From an optimization exercise on the open Yosys and OpenROAD flow, aimed at small area, a short achievable clock period and few clock cycles per item; shortcuts taken in it are not production practice.
In this exercise RTL edits were held to simulation tests only and were not proved equivalent to the original.

==> flow/design.v, too long to show whole: its modules and the start of the top module <==
// module julia_render: 2661 lines
module julia_render #(
    parameter int H_PIXELS = 64,
    parameter int V_PIXELS = 48,
    parameter int MAX_ITER = 255,
    parameter int FRAC     = 14
) (
    input  logic               clock,
    input  logic               reset,
    input  logic               valid,
    input  logic signed [17:0] c_real,
    input  logic signed [17:0] c_comp,
    input  logic signed [17:0] x,
    input  logic signed [17:0] y,
    input  logic signed [17:0] scale,
    output logic [18:0]        wr_addr,
    output logic [7:0]         wr_data,
    output logic               wr_en,
    input  logic               wr_ready,
    output logic               busy,
    output logic               done
);
  // ...
==> flow/run.sh <==
#!/bin/bash
# synth_recipe.tcl (not shown) runs the flow's synth.tcl, then flattens the netlist and writes it again
# the make line also repeats each setting of config.mk as NAME=value (left out here)
make -C /OpenROAD-flow-scripts/flow DESIGN_CONFIG=/design/flow/config.mk WORK_HOME=/design/flow/orfs CLKGATE_MAP_FILE= SYNTH_SCRIPT=/design/flow/synth_recipe.tcl finish
==> flow/config.mk <==
export PLATFORM = sky130hd
export DESIGN_NAME = julia_render
export DESIGN_NICKNAME = julia_render
export VERILOG_FILES = /design/flow/design.v
export SDC_FILE = /design/flow/constraint.sdc
export NUM_CORES = 4
export LEC_CHECK = 0
export CAP_MARGIN = 20
export CORE_MARGIN = 2
export CORE_UTILIZATION = 40
export SLEW_MARGIN = 20
==> flow/constraint.sdc <==
create_clock -name core_clock -period 12.0 [get_ports {clock}]
set_input_delay 2.4000 -clock core_clock [delete_from_list [all_inputs] [get_ports {clock}]]
set_output_delay 2.4000 -clock core_clock [all_outputs]
set_load 0.01 [all_outputs]
==> summary.md, run 1 <==
| Metric | Value |
|---|---|
| Die extent in x | `276.7 um` |
| Number of DRC violations after detailed routing | `0` |
| Max-cap viol count | `0` |
| Actual slew at the worst max-slew pin | `1.021 ns` |
| Final design instance area without fill | `32,780 um2` |
| Average wire per standard cell | `18.25 um` |
| Kind of cell with the highest combined delay on the critical path | `adder cells` |
| Clock transition at the registers of the reported paths | `0.07 ns` |
| Setup slack after placement | `3.186 ns` |
| Crit. path cell count | `22` |
| Part of the Yosys area used for sequential elements | `23.25%` |
| I/O pin count | `124` |
| Area of the core region | `74,070 um2` |
| Number of standard cells after synthesis | `2,947` |
| Via count normalized by instance count | `4.968` |
| Clock sink total | `238` |
| TritonCTS clock tree | `yes` |
| Number of pins with negative max-slew slack in the final report | `0` |
| Row cnt | `100` |
| NonClk Buf Share | `4.481%` |
| Status | `no timing/DRC/antenna violations` |
| Final worst setup slack | `3.157 ns` |
| Most common cell after layout, fill and taps aside | `sky130_fd_sc_hd__inv_1` |
| Routed via count | `19.80k` |
| Final non-filler cell total | `3,986` |
| Register bit count reported by yosys | `238` |
| Synth Flop Type | `sky130_fd_sc_hd__edfxtp_1` |
| Type of the most critical hold path | `reg -> reg` |
| Uppermost metal layer occupied by signal nets | `met4` |
| Busiest metal layer after global routing | `met2` |
| Number of unique standard cell types used by synthesis | `79` |
| Layout overhead on the synthesized area | `10.18%` |
| Number of buffers created by CTS | `28` |
| Detailed router's first-iteration violation count | `1,071` |
| Number of antenna violations at the first check in global routing | `0` |
| Met3 WL post-DR | `3134 um` |
| Remaining antenna violation count | `0` |
| Worst-case clock skew | `0.01300 ns` |
| Clock network area share | `2.813%` |
| Launching element type of the critical path | `flip-flop` |
| Met1 Wirelength | `31,680 um` |
| Most frequent cell after synthesis | `sky130_fd_sc_hd__inv_1` |
Testbench counts, summed over its fixed seeds: cycles 1,337,013, pixels 98,304.
==> run 2: changes to the inputs <==
--- a/flow/design.v
+++ b/flow/design.v
@@ -18,20 +18,27 @@
     input  logic               wr_ready,
     output logic               busy,
     output logic               done
 );
     logic [17:0] cr_q, ci_q, x_q, scale_q;
     logic [17:0] gr_q, gi_q;
     logic [5:0]  gcol_q, grow_q;
     logic        gdone_q;
-    logic        sv_q;
-    logic [17:0] zr_q, zi_q, sr_q, si_q;
-    logic [7:0]  it_q;
-    logic [11:0] sa_q;
+    logic        v0_q, p0_q;
+    logic [17:0] zr_q, zi_q, s0r_q, s0i_q;
+    logic [7:0]  it0_q;
+    logic [11:0] a0_q;
+    logic        v1_q, p1_q, in1_q, per1_q, cap1_q;
+    logic [17:0] s1r_q, s1i_q;
+    logic [7:0]  it1_q;
+    logic [11:0] a1_q;
+    logic [17:0] xha_q, xhb_q, yha_q, yhb_q;
+    logic        xc_q, yc_q, ec_q;
+    logic [15:0] eha_q, ehb_q;
     logic        ov_q;
     logic [11:0] oa_q;
     logic [7:0]  od_q;
     logic        valid_q, busy_q, done_q;
     logic [15:0] dr, di;
     assign dr = zr_q[15:0];
     assign di = zi_q[15:0];
     wire t_1;
@@ -2556,63 +2563,99 @@
     assign t_1254 = (t_1144 & t_1197) | (t_1196 & (t_1144 ^ t_1197));
     wire t_1255;
     wire t_1256;
     assign t_1255 = ci_q[17] ^ (dr[15] & di[15]) ^ t_1198;
     assign t_1256 = (ci_q[17] & (dr[15] & di[15])) | (t_1198 & (ci_q[17] ^ (dr[15] & di[15])));
     wire [30:0] ya, yb;
     assign ya = {t_1255, t_1253, t_1250, t_1249, t_1246, t_1244, t_1242, t_1241, t_1238, t_1236, t_1234, t_1232, t_1230, t_1228, t_1226, t_1224, t_1222, t_1220, t_1218, t_1216, t_1214, t_1212, t_1210, t_1208, t_1206, t_1204, t_1202, t_1200, (dr[2] & di[0]), (dr[0] & di[1]), (dr[0] & di[0])};
     assign yb = {t_1254, t_1252, t_1251, t_1248, t_1247, t_1245, t_1243, t_1240, t_1239, t_1237, t_1235, t_1233, t_1231, t_1229, t_1227, t_1225, t_1223, t_1221, t_1219, t_1217, t_1215, t_1213, t_1211, t_1209, t_1207, t_1205, t_1203, t_1201, t_1199, (dr[1] & di[0]), 1'b0};
-    logic [31:0] xs, es;
-    logic [30:0] ys;
-    assign xs = xa + xb;
-    assign ys = ya + yb;
-    assign es = ea + eb;
-    logic inr, ini, escape, cap, per, fin, can_emit, emit, load, adv;
+    logic [14:0] xl;
+    logic [13:0] yl;
+    logic [16:0] el;
+    assign xl = {1'b0, xa[13:0]} + {1'b0, xb[13:0]};
+    assign yl = {1'b0, ya[12:0]} + {1'b0, yb[12:0]};
+    assign el = {1'b0, ea[15:0]} + {1'b0, eb[15:0]};
+    logic inr, ini, per, cap;
+    assign inr = (zr_q[17:15] == 3'b000) || (zr_q[17:15] == 3'b111) || (zr_q == 18'h08000);
+    assign ini = (zi_q[17:15] == 3'b000) || (zi_q[17:15] == 3'b111) || (zi_q == 18'h08000);
+    assign per = (it0_q != 8'h00) && (zr_q == s0r_q) && (zi_q == s0i_q);
+    assign cap = (it0_q == 8'hff);
+    always_ff @(posedge clock) begin
+        xha_q  <= xa[31:14];
+        xhb_q  <= xb[31:14];
+        xc_q   <= xl[14];
+        yha_q  <= ya[30:13];
+        yhb_q  <= yb[30:13];
+        yc_q   <= yl[13];
+        eha_q  <= ea[31:16];
+        ehb_q  <= eb[31:16];
+        ec_q   <= el[16];
+        in1_q  <= inr && ini;
+        per1_q <= per;
+        cap1_q <= cap;
+        it1_q  <= it0_q;
+        a1_q   <= a0_q;
+        if (it0_q[3:0] == 4'd0) begin
+            s1r_q <= zr_q;
+            s1i_q <= zi_q;
+        end else begin
+            s1r_q <= s0r_q;
+            s1i_q <= s0i_q;
+        end
+        s0r_q <= s1r_q;
+        s0i_q <= s1i_q;
+    end
     logic [17:0] zr_new, zi_new;
+    logic [15:0] es;
+    logic        escape, fin, can_emit, emit, load;
     logic [7:0]  count;
-    assign inr    = (zr_q[17:15] == 3'b000) || (zr_q[17:15] == 3'b111) || (zr_q == 18'h08000);
-    assign ini    = (zi_q[17:15] == 3'b000) || (zi_q[17:15] == 3'b111) || (zi_q == 18'h08000);
-    assign escape = !inr || !ini || !es[31];
-    assign zr_new = xs[31:14];
-    assign zi_new = ys[30:13];
-    assign cap    = (it_q == 8'hff);
-    assign per    = (it_q != 8'h00) && (zr_q == sr_q) && (zi_q == si_q);
-    assign fin    = escape || cap || per;
-    assign count  = per ? 8'hff : it_q;
+    assign zr_new = xha_q + xhb_q + {17'd0, xc_q};
+    assign zi_new = yha_q + yhb_q + {17'd0, yc_q};
+    assign es     = eha_q + ehb_q + {15'd0, ec_q};
+    assign escape = !in1_q || !es[15];
+    assign fin    = p1_q || (v1_q && (escape || cap1_q || per1_q));
+    assign count  = (v1_q && per1_q) ? 8'hff : it1_q;
     assign can_emit = !ov_q || wr_ready;
-    assign emit     = busy_q && sv_q && fin && can_emit;
-    assign adv      = busy_q && sv_q && !fin;
-    assign load     = busy_q && !gdone_q && (!sv_q || emit);
+    assign emit     = busy_q && fin && can_emit;
+    assign load     = busy_q && !gdone_q && (emit || !(v1_q || p1_q));
     logic start, finish;
     assign start  = valid && !valid_q && !busy_q;
-    assign finish = gdone_q && !sv_q && !ov_q;
+    assign finish = gdone_q && !v0_q && !p0_q && !v1_q && !p1_q && !ov_q;
     always_ff @(posedge clock or negedge reset) begin
         if (!reset) begin
             valid_q <= 1'b0;
             busy_q  <= 1'b0;
             done_q  <= 1'b0;
-            sv_q    <= 1'b0;
+            v0_q    <= 1'b0;
+            p0_q    <= 1'b0;
+            v1_q    <= 1'b0;
+            p1_q    <= 1'b0;
             ov_q    <= 1'b0;
             gdone_q <= 1'b0;
         end else begin
             valid_q <= valid;
             if (start) begin
                 busy_q <= 1'b1;
                 done_q <= 1'b0;
             end else if (busy_q && finish) begin
                 busy_q <= 1'b0;
                 done_q <= 1'b1;
             end
             if (!busy_q) begin
-                sv_q    <= 1'b0;
+                v0_q    <= 1'b0;
+                p0_q    <= 1'b0;
+                v1_q    <= 1'b0;
+                p1_q    <= 1'b0;
                 gdone_q <= 1'b0;
             end else begin
-                if (load) sv_q <= 1'b1;
-                else if (emit) sv_q <= 1'b0;
+                v1_q <= v0_q;
+                p1_q <= p0_q;
+                v0_q <= load || (v1_q && !fin);
+                p0_q <= fin && !can_emit;
                 if (load && gcol_q == 6'd63 && grow_q == 6'd47) gdone_q <= 1'b1;
             end
             if (emit) ov_q <= 1'b1;
             else if (wr_ready) ov_q <= 1'b0;
         end
     end
     always_ff @(posedge clock) begin
         if (!busy_q) begin
@@ -2629,32 +2672,29 @@
                 gr_q   <= x_q;
                 gi_q   <= gi_q + scale_q;
                 grow_q <= grow_q + 6'd1;
             end else begin
                 gr_q   <= gr_q + scale_q;
             end
             gcol_q <= gcol_q + 6'd1;
         end
-        if (it_q[3:0] == 4'd0) begin
-            sr_q <= zr_q;
-            si_q <= zi_q;
-        end
         if (load) begin
-            zr_q <= gr_q;
-            zi_q <= gi_q;
-            it_q <= 8'd0;
-            sa_q <= {grow_q, gcol_q};
-        end else if (adv) begin
-            zr_q <= zr_new;
-            zi_q <= zi_new;
-            it_q <= it_q + 8'd1;
+            zr_q  <= gr_q;
+            zi_q  <= gi_q;
+            it0_q <= 8'd0;
+            a0_q  <= {grow_q, gcol_q};
+        end else begin
+            zr_q  <= zr_new;
+            zi_q  <= zi_new;
+            it0_q <= fin ? count : it1_q + 8'd1;
+            a0_q  <= a1_q;
         end
         if (emit) begin
-            oa_q <= sa_q;
+            oa_q <= a1_q;
             od_q <= count;
         end
     end
     assign wr_en   = ov_q;
     assign wr_addr = {7'd0, oa_q};
     assign wr_data = od_q;
     assign busy    = busy_q;
     assign done    = done_q;
==> flow/flow/run.sh (new file) <==
#!/bin/bash
set -euo pipefail
bash standard.sh SETUP_SLACK_MARGIN=8 finish > standard_make.log 2>&1
==> flow/standard.sh (new file) <==
#!/bin/bash
# synth_recipe.tcl (not shown) runs the flow's synth.tcl, then flattens the netlist and writes it again
# the make line also repeats each setting of config.mk as NAME=value (left out here)
make -C /OpenROAD-flow-scripts/flow DESIGN_CONFIG=/design/flow/config.mk WORK_HOME=/design/flow/orfs CLKGATE_MAP_FILE= SYNTH_SCRIPT=/design/flow/synth_recipe.tcl "${@:-finish}"
removed: flow/run.sh
==> run 2 against run 1 <==
  * Worst hold slack got worse by 0.11 ns
  * Cell count rose by 14%
  * Worst setup slack improved by 4.6 ns
  * Area after synthesis rose by 11%
  * Die area rose by 11%
  * Design area rose by 21%
  * Non-clock buffer count rose by 125
  * Sequential share of layout area rose by 3.1 points
  * Flip-flop and latch count rose by 169
  * Highest routed layer is now met5
==> summary.md, run 2 <==
| Metric | Value |
|---|---|
| Most common cell after layout, fill and taps aside | `sky130_fd_sc_hd__inv_1 (unchanged)` |
| Global-route wire length before repair | `141,800 um (was 117,900 um)` |
| Data arrival time at the worst-slack endpoint | `4.79 ns (was 9.15 ns)` |
| Post-route fraction of the period consumed by the critical path | `35.69% (was 73.69%)` |
| Worst rel slew slack | `35.41% (was 31.90%)` |
| Synth Flop Type | `sky130_fd_sc_hd__dfxtp_1 (was sky130_fd_sc_hd__edfxtp_1)` |
| Launching element type of the critical path | `flip-flop (unchanged)` |
| Type of the most critical hold path | `reg -> reg (unchanged)` |
| Kind of cell with the highest combined delay on the critical path | `adder cells (unchanged)` |
| Most area-hungry cell type in the Yosys netlist | `sky130_fd_sc_hd__fa_1 (unchanged)` |
| Detailed router's first-iteration violation count | `1,584 (was 1,071)` |
| HPWL Detailed | `58,480 um (was 55,500 um)` |
| Utilization after layout | `48.36% (was 44.26%)` |
| Netlist area before placement | `33,120 um2 (was 29,750 um2)` |
| Slowest stage cell on the critical path | `sky130_fd_sc_hd__fa_1 (was sky130_fd_sc_hd__o21ai_0)` |
| Die Height | `291.7 um (was 276.7 um)` |
| Bufs and invs on worst path | `6 (was 5)` |
| Peak per-stage delay on the critical path | `0.60 ns (was 0.72 ns)` |
| Max Freq | `0.2335 GHz (was 0.1131 GHz)` |
| Via count normalized by instance count | `5.013 (was 4.968)` |
| Number of standard cells after synthesis | `3,248 (was 2,947)` |
| Ratio of cells with drive above 1 in the final layout | `14.34% (was 4.674%)` |
| Synth top area share | `29.62% (was 32.70%)` |
| Most frequent cell after synthesis | `sky130_fd_sc_hd__inv_1 (unchanged)` |
| Average wire per standard cell | `20.29 um (was 18.25 um)` |
| Pin count of the biggest net entering global routing | `62 (was 71)` |
| Part of the Yosys area used for sequential elements | `28.61% (was 23.25%)` |
| Drt pass-1 iters | `7 (was 5)` |
| Combined area of the multi-input logic cells | `21,080 um2 (was 19,950 um2)` |
| Number of buffers created by CTS | `48 (was 28)` |
| Final routed wirelength across all metal layers | `92,210 um (was 72,730 um)` |
| I/O pin count | `124 (unchanged)` |
| CTS Root Cell | `sky130_fd_sc_hd__clkbuf_16 (unchanged)` |
| Area of the die | `85,120 um2 (was 76,580 um2)` |
| Crit Path Class | `reg -> reg (unchanged)` |
| Number of endpoints failing setup at the final stage | `0 (unchanged)` |
| Register bit count reported by yosys | `407 (was 238)` |
| Ys async rst share | `2.211% (was 2.521%)` |
| Actual slew at the worst max-slew pin | `0.9600 ns (was 1.021 ns)` |
| Setup crit end kind | `flip-flop (unchanged)` |
| Starting density of the core | `40.40% (was 40.17%)` |
| Number of antenna violations at the first check in global routing | `3 (was 0)` |
| Maximum count of clock buffers along a single path | `3 (unchanged)` |
| Vias in the first global route | `24.31k (was 21.02k)` |
| Critical path required time | `12.51 ns (was 12.30 ns)` |
| Max-cap viol count | `0 (unchanged)` |
| Number of levels the H-tree was split into | `2 (was 1)` |
| Clock sink total | `407 (was 238)` |
| Total global routing track utilization | `21.99% (was 19.67%)` |
| Flip-flop and latch area | `9580 um2 (was 6918 um2)` |
| # fillers | `7,569 (was 7,206)` |
| Area of the core region | `81,980 um2 (was 74,070 um2)` |
| Final min period | `4.282 ns (was 8.843 ns)` |
| Insertion delay to the later sink of the worst-skew pair | `0.63 ns (was 0.56 ns)` |
| Commonest cells in the netlist | `sky130_fd_sc_hd__inv_1 (629), sky130_fd_sc_hd__fa_1 (490), sky130_fd_sc_hd__and2_1 (303) (was sky130_fd_sc_hd__inv_1 (612), sky130_fd_sc_hd__fa_1 (486), sky130_fd_sc_hd__nand2_1 (287))` |
| Hold-fix buffers, CTS | `0 (unchanged)` |
| Cells along the critical path | `buf_12 -> clkinv_2 -> nor2_1 -> ha_1 -> inv_1 -> fa_1 -> fa_1 -> inv_1 -> fa_1 -> inv_2 -> fa_1 -> inv_1 -> ha_1 -> a21o_1 -> a21oi_2 -> nand2_1 -> a21oi_2 -> o21ai_1 (was buf_4 -> clkinv_1 -> nor2_1 -> fa_1 -> fa_1 -> fa_1 -> fa_1 -> inv_1 -> fa_1 -> fa_1 -> inv_1 -> ha_1 -> a21o_1 -> a21o_1 -> a21oi_1 -> nand2_1 -> o21ai_0 -> nor4_2 -> o31a_4 -> nor2_4 -> buf_4 -> mux2_4)` |
| Number of unique standard cell types used by synthesis | `73 (was 79)` |
| Synthesis warning total | `1 (unchanged)` |
| Commonest cells after routing, fill and taps aside | `sky130_fd_sc_hd__inv_1 (598), sky130_fd_sc_hd__fa_1 (436), sky130_fd_sc_hd__and2_1 (296) (was sky130_fd_sc_hd__inv_1 (611), sky130_fd_sc_hd__fa_1 (486), sky130_fd_sc_hd__nand2_1 (287))` |
| Clock transition at the registers of the reported paths | `0.06 ns (was 0.07 ns)` |
| Critical-path maximum fanout | `10 (was 68)` |
| Top post-synthesis cells by area | `sky130_fd_sc_hd__fa_1 (30%), sky130_fd_sc_hd__dfxtp_1 (16%), sky130_fd_sc_hd__edfxtp_1 (12%) (was sky130_fd_sc_hd__fa_1 (33%), sky130_fd_sc_hd__edfxtp_1 (21%), sky130_fd_sc_hd__ha_1 (9.9%))` |
| Global-route congestion overflow total | `0 (unchanged)` |
| Layout overhead on the synthesized area | `19.70% (was 10.18%)` |
| Most frequent cell on the critical path | `sky130_fd_sc_hd__fa_1 (unchanged)` |
| Net count, final | `4,250 (was 3,811)` |
| Routed via count | `22.78k (was 19.80k)` |
| Remaining antenna violation count | `0 (unchanged)` |
| Number of pins with negative max-slew slack in the final report | `0 (unchanged)` |
| Number of DRC violations after detailed routing | `0 (unchanged)` |
| Number of flops mapped to enable cells by yosys | `128 (was 212)` |
| Final hold violations | `0 (unchanged)` |
| Die extent in x | `291.7 um (was 276.7 um)` |
| TritonCTS clock tree | `yes (unchanged)` |
| Worst-case clock skew | `0.04188 ns (was 0.01300 ns)` |
| Placer's final routability congestion estimate | `0.8033 (was 0.8443)` |
| Average size of a mapped cell | `10.20 um2 (was 10.10 um2)` |
| Number of input and output port buffers inserted | `116 (unchanged)` |
| Final sum of negative setup slack | `0 ns (unchanged)` |
| Row cnt | `105 (was 100)` |
| Unrepaired setup endpoints after global routing | `true (was false)` |
| Status | `no timing/DRC/antenna violations (unchanged)` |
==> run 2: cell types whose count changed after synthesis, moves of 12 or more <==
| cell | previous run | this run |
|---|---|---|
| sky130_fd_sc_hd__inv_1 | 612 | 629 |
| sky130_fd_sc_hd__a21oi_1 | 77 | 100 |
| sky130_fd_sc_hd__nor2_1 | 102 | 126 |
| sky130_fd_sc_hd__and2_1 | 250 | 303 |
| sky130_fd_sc_hd__xnor2_1 | 92 | 44 |
| sky130_fd_sc_hd__mux2_2 | 14 | 48 |
| sky130_fd_sc_hd__dfxtp_1 | 20 | 270 |
| sky130_fd_sc_hd__edfxtp_1 | 212 | 128 |
| sky130_fd_sc_hd__clkbuf_1 | 109 | 124 |
| sky130_fd_sc_hd__nand2b_1 | 12 | 25 |
| sky130_fd_sc_hd__a211oi_1 | 11 | 23 |
| sky130_fd_sc_hd__nand2_1 | 287 | 260 |
| sky130_fd_sc_hd__xor2_1 | 26 | 60 |
==> run 2: layer usage <==
layer | track usage [%] | part of all wire (%) | vias to the layer above
met5 | 0 | 0.028 | -
met4 | 9.970 | 5.0 | 4
met3 | 4.339 | 6.8 | 220
met2 | 36.09 | 47 | 727
met1 | 28.11 | 41 | 11400
li1 | - | - | 10440
==> run 2: area by class of cell <==
type	instances	share of cell area, %
inverters	638	6.173
multi-input cells	2056	53.17
clock inverters	28	0.9374
clock buffers	62	3.383
diodes	1	0.006312
flip-flops and latches	407	24.17
repair buffers	282	8.787
well taps	1070	3.377
==> run 2: what timing repair did <==
| action | 4_1_cts | 5_1_grt |
|---|---|---|
| gates resized for setup | 192 | 101 |
| pin swaps | 38 | 46 |
| endpoints found under the setup margin | 130 | 99 |
| gates cloned | 22 | 3 |
| setup buffers | 93 | 9 |
==> run 2: worst reg2reg max path: stages (launching register included) <==
cell	delay (ns)
sky130_fd_sc_hd__dfxtp_2	0.37
sky130_fd_sc_hd__buf_12	0.14
sky130_fd_sc_hd__clkinv_2	0.26
sky130_fd_sc_hd__nor2_1	0.19
sky130_fd_sc_hd__ha_1	0.16
sky130_fd_sc_hd__inv_1	0.06
sky130_fd_sc_hd__fa_1	0.42
sky130_fd_sc_hd__fa_1	0.60
sky130_fd_sc_hd__inv_1	0.08
sky130_fd_sc_hd__fa_1	0.51
sky130_fd_sc_hd__inv_2	0.04
sky130_fd_sc_hd__fa_1	0.52
sky130_fd_sc_hd__inv_1	0.04
sky130_fd_sc_hd__ha_1	0.17
sky130_fd_sc_hd__a21o_1	0.19
sky130_fd_sc_hd__a21oi_2	0.15
sky130_fd_sc_hd__nand2_1	0.08
sky130_fd_sc_hd__a21oi_2	0.12
sky130_fd_sc_hd__o21ai_1	0.06
==> run 2: cell families (layout without fill, tap and decap cells) <==
family / after synthesis / after routing / synth area share (%)
XOR/XNOR: 104 / 104 / 2.750
other: 1 / 8 / 0.01132
flip-flops: 407 / 407 / 28.61
AO/OA/AOI/OAI: 294 / 294 / 5.678
buffers and inverters: 791 / 1010 / 9.082
AND/OR/NAND/NOR: 872 / 872 / 13.58
adder cells (fa/ha/maj): 723 / 723 / 38.42
multiplexers: 56 / 56 / 1.874
==> run 2: final timing paths <==
path	cells past startpoint	slack (ns)	end	from
setup / recovery	18	7.72	ec_q	zi_q[7]
hold / removal	0	0.30	s0r_q[11]	s1r_q[11]
setup reg to reg	18	7.72	ec_q	zi_q[7]
hold reg to reg	0	0.30	s0r_q[11]	s1r_q[11]
max in group asynchronous	1	9.59	busy_q	reset
min in group asynchronous	1	2.08	ov_q	reset
==> run 2: metrics by stage <==
step | instances | instance area (um2) | hold WS [ns] | setup WS (ns)
2_1_floorplan | 3254 | 33760 | 0.3096 | 7.788
3_3_place_gp | 4326 | 35430 | 0.3098 | 7.126
3_5_place_dp | 4326 | 35430 | 0.3132 | 7.030
4_1_cts | 4531 | 39220 | 0.2904 | 7.770
5_1_grt | 4543 | 39640 | 0.2959 | 7.653
6_report | 4544 | 39640 | 0.2989 | 7.718
Testbench counts of run 2, summed over its fixed seeds: cycles 1,337,047, pixels 98,304.
==> run 3: changes to the inputs <==
==> flow/run.sh (new file) <==
#!/bin/bash
# synth_recipe.tcl (not shown) runs the flow's synth.tcl, then flattens the netlist and writes it again
# the make line also repeats each setting of config.mk as NAME=value (left out here)
make -C /OpenROAD-flow-scripts/flow DESIGN_CONFIG=/design/flow/config.mk WORK_HOME=/design/flow/orfs CLKGATE_MAP_FILE= SYNTH_SCRIPT=/design/flow/synth_recipe.tcl finish
removed: flow/flow/run.sh
removed: flow/standard.sh
==> run 3 against run 2 <==
  * Still clean
  * Critical path depth fell by 3
  * Worst hold slack better by 0.024 ns
  * Global-route usage fell by 2.5 points
  * Critical path type unchanged
  * Synthesized cell count stayed put
  * Design area down 6.2%
  * Critical endpoint unchanged
  * Utilization is 3.0 points lower
  * Cell count decreased by 2.7%
==> summary.md, run 3 <==
| Metric | Value |
|---|---|
| TritonCTS clock tree | `yes (unchanged)` |
| Placer's final routability congestion estimate | `0.8331 (was 0.8033)` |
| Combined area of the multi-input logic cells | `20,680 um2 (was 21,080 um2)` |
| Number of pins with negative max-slew slack in the final report | `0 (unchanged)` |
| Final routed wirelength across all metal layers | `80,520 um (was 92,210 um)` |
| Maximum count of clock buffers along a single path | `3 (unchanged)` |
| Setup crit end kind | `flip-flop (unchanged)` |
| Most area-hungry cell type in the Yosys netlist | `sky130_fd_sc_hd__fa_1 (unchanged)` |
| Die extent in x | `291.7 um (unchanged)` |
| Utilization after layout | `45.38% (was 48.36%)` |
| Pin count of the biggest net entering global routing | `61 (was 62)` |
| Row cnt | `105 (unchanged)` |
| Setup slack after placement | `6.905 ns (was 7.030 ns)` |
| Synth Flop Type | `sky130_fd_sc_hd__dfxtp_1 (unchanged)` |
| Setup bufs post-CTS | `0 (was 93)` |
| Critical path required time | `12.48 ns (was 12.51 ns)` |
| Max Freq | `0.2087 GHz (was 0.2335 GHz)` |
| Average wire per standard cell | `18.21 um (was 20.29 um)` |
| Most frequent cell after synthesis | `sky130_fd_sc_hd__inv_1 (unchanged)` |
| Clock transition at the registers of the reported paths | `0.06 ns (about the same)` |
| Actual slew at the worst max-slew pin | `0.9998 ns (was 0.9600 ns)` |
| Number of endpoints failing setup at the final stage | `0 (unchanged)` |
| CTS Root Cell | `sky130_fd_sc_hd__clkbuf_16 (unchanged)` |
| Post-route fraction of the period consumed by the critical path | `39.93% (was 35.69%)` |
| Detailed router's first-iteration violation count | `1,261 (was 1,584)` |
| Flip-flop and latch area | `9475 um2 (was 9580 um2)` |
| Data arrival time at the worst-slack endpoint | `5.27 ns (was 4.79 ns)` |
| Clock sink total | `407 (unchanged)` |
| Type of the most critical hold path | `reg -> reg (unchanged)` |
| Vias in the first global route | `23.03k (was 24.31k)` |
| Ratio of cells with drive above 1 in the final layout | `6.209% (was 14.34%)` |
| Ys async rst share | `2.211% (unchanged)` |
| Global-route wire length before repair | `128,800 um (was 141,800 um)` |
| Number of flops mapped to enable cells by yosys | `128 (unchanged)` |
| Die Height | `291.7 um (unchanged)` |
| Worst hold slack after final layout | `0.3229 ns (was 0.2989 ns)` |
| Layout overhead on the synthesized area | `12.33% (was 19.70%)` |
| Area of the die | `85,120 um2 (unchanged)` |
| Drt pass-1 iters | `5 (was 7)` |
| Global-route congestion overflow total | `0 (unchanged)` |
| Total global routing track utilization | `19.53% (was 21.99%)` |
| Starting density of the core | `40.40% (unchanged)` |
| Final min period | `4.791 ns (was 4.282 ns)` |
| Number of unique standard cell types used by synthesis | `73 (unchanged)` |
| Area of the core region | `81,980 um2 (unchanged)` |
| Insertion delay to the later sink of the worst-skew pair | `0.62 ns (was 0.63 ns)` |
| Average size of a mapped cell | `10.20 um2 (unchanged)` |
| Number of levels the H-tree was split into | `2 (unchanged)` |
| Register bit count reported by yosys | `407 (unchanged)` |
| Final worst setup slack | `7.209 ns (was 7.718 ns)` |
| Synth top area share | `29.62% (unchanged)` |
| Most common cell after layout, fill and taps aside | `sky130_fd_sc_hd__inv_1 (unchanged)` |
| Top post-synthesis cells by area | `sky130_fd_sc_hd__fa_1 (30%), sky130_fd_sc_hd__dfxtp_1 (16%), sky130_fd_sc_hd__edfxtp_1 (12%) (unchanged)` |
| Synthesis warning total | `1 (unchanged)` |
| Routed via count | `21.52k (was 22.78k)` |
| Worst-case clock skew | `0.04111 ns (was 0.04188 ns)` |
| Crit Path Class | `reg -> reg (unchanged)` |
| Number of buffers created by CTS | `49 (was 48)` |
| Number of antenna violations at the first check in global routing | `1 (was 3)` |
| Post-CTS sizing | `0 (was 192)` |
| Number of input and output port buffers inserted | `116 (unchanged)` |
| Hold-fix buffers, CTS | `0 (unchanged)` |
| HPWL Detailed | `58,880 um (was 58,480 um)` |
| Number of standard cells after synthesis | `3,248 (unchanged)` |
| Via count normalized by instance count | `4.867 (was 5.013)` |
| Part of the Yosys area used for sequential elements | `28.61% (unchanged)` |
| Commonest cells in the netlist | `sky130_fd_sc_hd__inv_1 (629), sky130_fd_sc_hd__fa_1 (490), sky130_fd_sc_hd__and2_1 (303) (unchanged)` |
| Remaining antenna violation count | `0 (unchanged)` |
| Max-cap viol count | `0 (unchanged)` |
| Final sum of negative setup slack | `0 ns (unchanged)` |
| Net count, final | `4,126 (was 4,250)` |
| Launching element type of the critical path | `flip-flop (unchanged)` |
| I/O pin count | `124 (unchanged)` |
| Netlist area before placement | `33,120 um2 (unchanged)` |
| Critical-path maximum fanout | `26 (was 10)` |
| # fillers | `7,813 (was 7,569)` |
| Commonest cells after routing, fill and taps aside | `sky130_fd_sc_hd__inv_1 (628), sky130_fd_sc_hd__fa_1 (490), sky130_fd_sc_hd__and2_1 (303) (was sky130_fd_sc_hd__inv_1 (598), sky130_fd_sc_hd__fa_1 (436), sky130_fd_sc_hd__and2_1 (296))` |
| Unrepaired setup endpoints after global routing | `false (was true)` |
| Worst rel slew slack | `33.35% (was 35.41%)` |
| Status | `no timing/DRC/antenna violations (unchanged)` |
| Final hold violations | `0 (unchanged)` |
| Number of DRC violations after detailed routing | `0 (unchanged)` |
-- run 3: area by class of cell --
class                           count  area share (%)
Antenna cell                        1        0.006726
Clock buffer                       62           3.740
Clock inverter                     30           1.211
Inverter                          638           6.444
Multi-Input combinational cell   2056           55.58
Sequential cell                   407           25.47
Tap cell                         1070           3.598
Timing Repair Buffer              157           3.948
-- run 3: final timing paths --
path                       slack [ns]     start  cells after the start        to
setup reg to reg                 7.21   zr_q[3]                     15      ec_q
max in group asynchronous        9.61     reset                      1    busy_q
min in group asynchronous        2.08     reset                      1   gdone_q
hold / removal                   0.32  s1i_q[4]                      0  s0i_q[4]
setup / recovery                 7.21   zr_q[3]                     15      ec_q
hold reg to reg                  0.32  s1i_q[4]                      0  s0i_q[4]
-- run 3: logic make-up after synthesis --
group,Yosys count,share of synthesized area [%]
simple gates,872,13.58
buf+inv,791,9.082
fa+ha+maj,723,38.42
flops,407,28.61
compound gates,294,5.678
xor+xnor,104,2.750
mux,56,1.874
other cells,1,0.01132
-- run 3: metal layers --
layer | vias up | wire length [um] | part of all wire [%] | track usage, %
met5 | - | 0 | 0 | 0
met4 | 0 | 1406 | 1.7 | 4.061
met3 | 89 | 4271 | 5.3 | 2.816
met1 | 10790 | 35820 | 44 | 26.63
met2 | 466 | 39030 | 48 | 33.09
li1 | 10170 | - | - | -
-- run 3: per-stage QoR --
stage               instance area, um2  instances
CTS                              37200       4420
floorplan                        33140       3254
global placement                 35360       4328
detailed placement               35360       4328
global route                     37200       4420
finish                           37200       4421
-- run 3: critical path, stage by stage (launching register included) --
cell,delay [ns]
sky130_fd_sc_hd__dfxtp_1,0.52
sky130_fd_sc_hd__buf_4,0.39
sky130_fd_sc_hd__and2_1,0.20
sky130_fd_sc_hd__fa_1,0.45
sky130_fd_sc_hd__fa_1,0.54
sky130_fd_sc_hd__inv_1,0.05
sky130_fd_sc_hd__fa_1,0.49
sky130_fd_sc_hd__ha_1,0.23
sky130_fd_sc_hd__fa_1,0.50
sky130_fd_sc_hd__fa_1,0.51
sky130_fd_sc_hd__inv_1,0.04
sky130_fd_sc_hd__ha_1,0.29
sky130_fd_sc_hd__a21oi_1,0.17
sky130_fd_sc_hd__nand2_1,0.07
sky130_fd_sc_hd__a21oi_1,0.12
sky130_fd_sc_hd__o21ai_0,0.10

==> re-timing with driven ports <==
The flow's constraints put no driver on any port. The routed layouts listed below were extracted and timed again, unchanged, in two steps. Step 1 assumes that a clkbuf_16 drives the clock port and a buf_2 every other input. Step 2 also shifts input and output timing later by t, the mid clock arrival at the registers, as if the neighbouring blocks saw the same clock. Slacks: ideal / step 1 / step 2; pairs: ideal / step 1.
| run | t (ns) | slack for setup (ns) | hold slack, ns | worst setup path after step 2 | clock arrival spread, ns |
|---|---|---|---|---|---|
| run 1 | 0.611 | 3.157 / 3.157 / 3.157 | 0.413 / 0.413 / 0.413 | register to register | 0.013 / 0.013 |
| run 2 | 0.674 | 7.718 / 7.718 / 7.412 | 0.299 / 0.299 / 0.299 | input to register | 0.042 / 0.043 |
| run 3 | 0.663 | 7.209 / 7.209 / 6.891 | 0.323 / 0.323 / 0.323 | input to register | 0.042 / 0.041 |
After both steps every run listed still meets setup and hold. For run 3, which loses most, drivers alone change the setup slack by 0.000 ns; drivers and shift together by -0.318 ns.
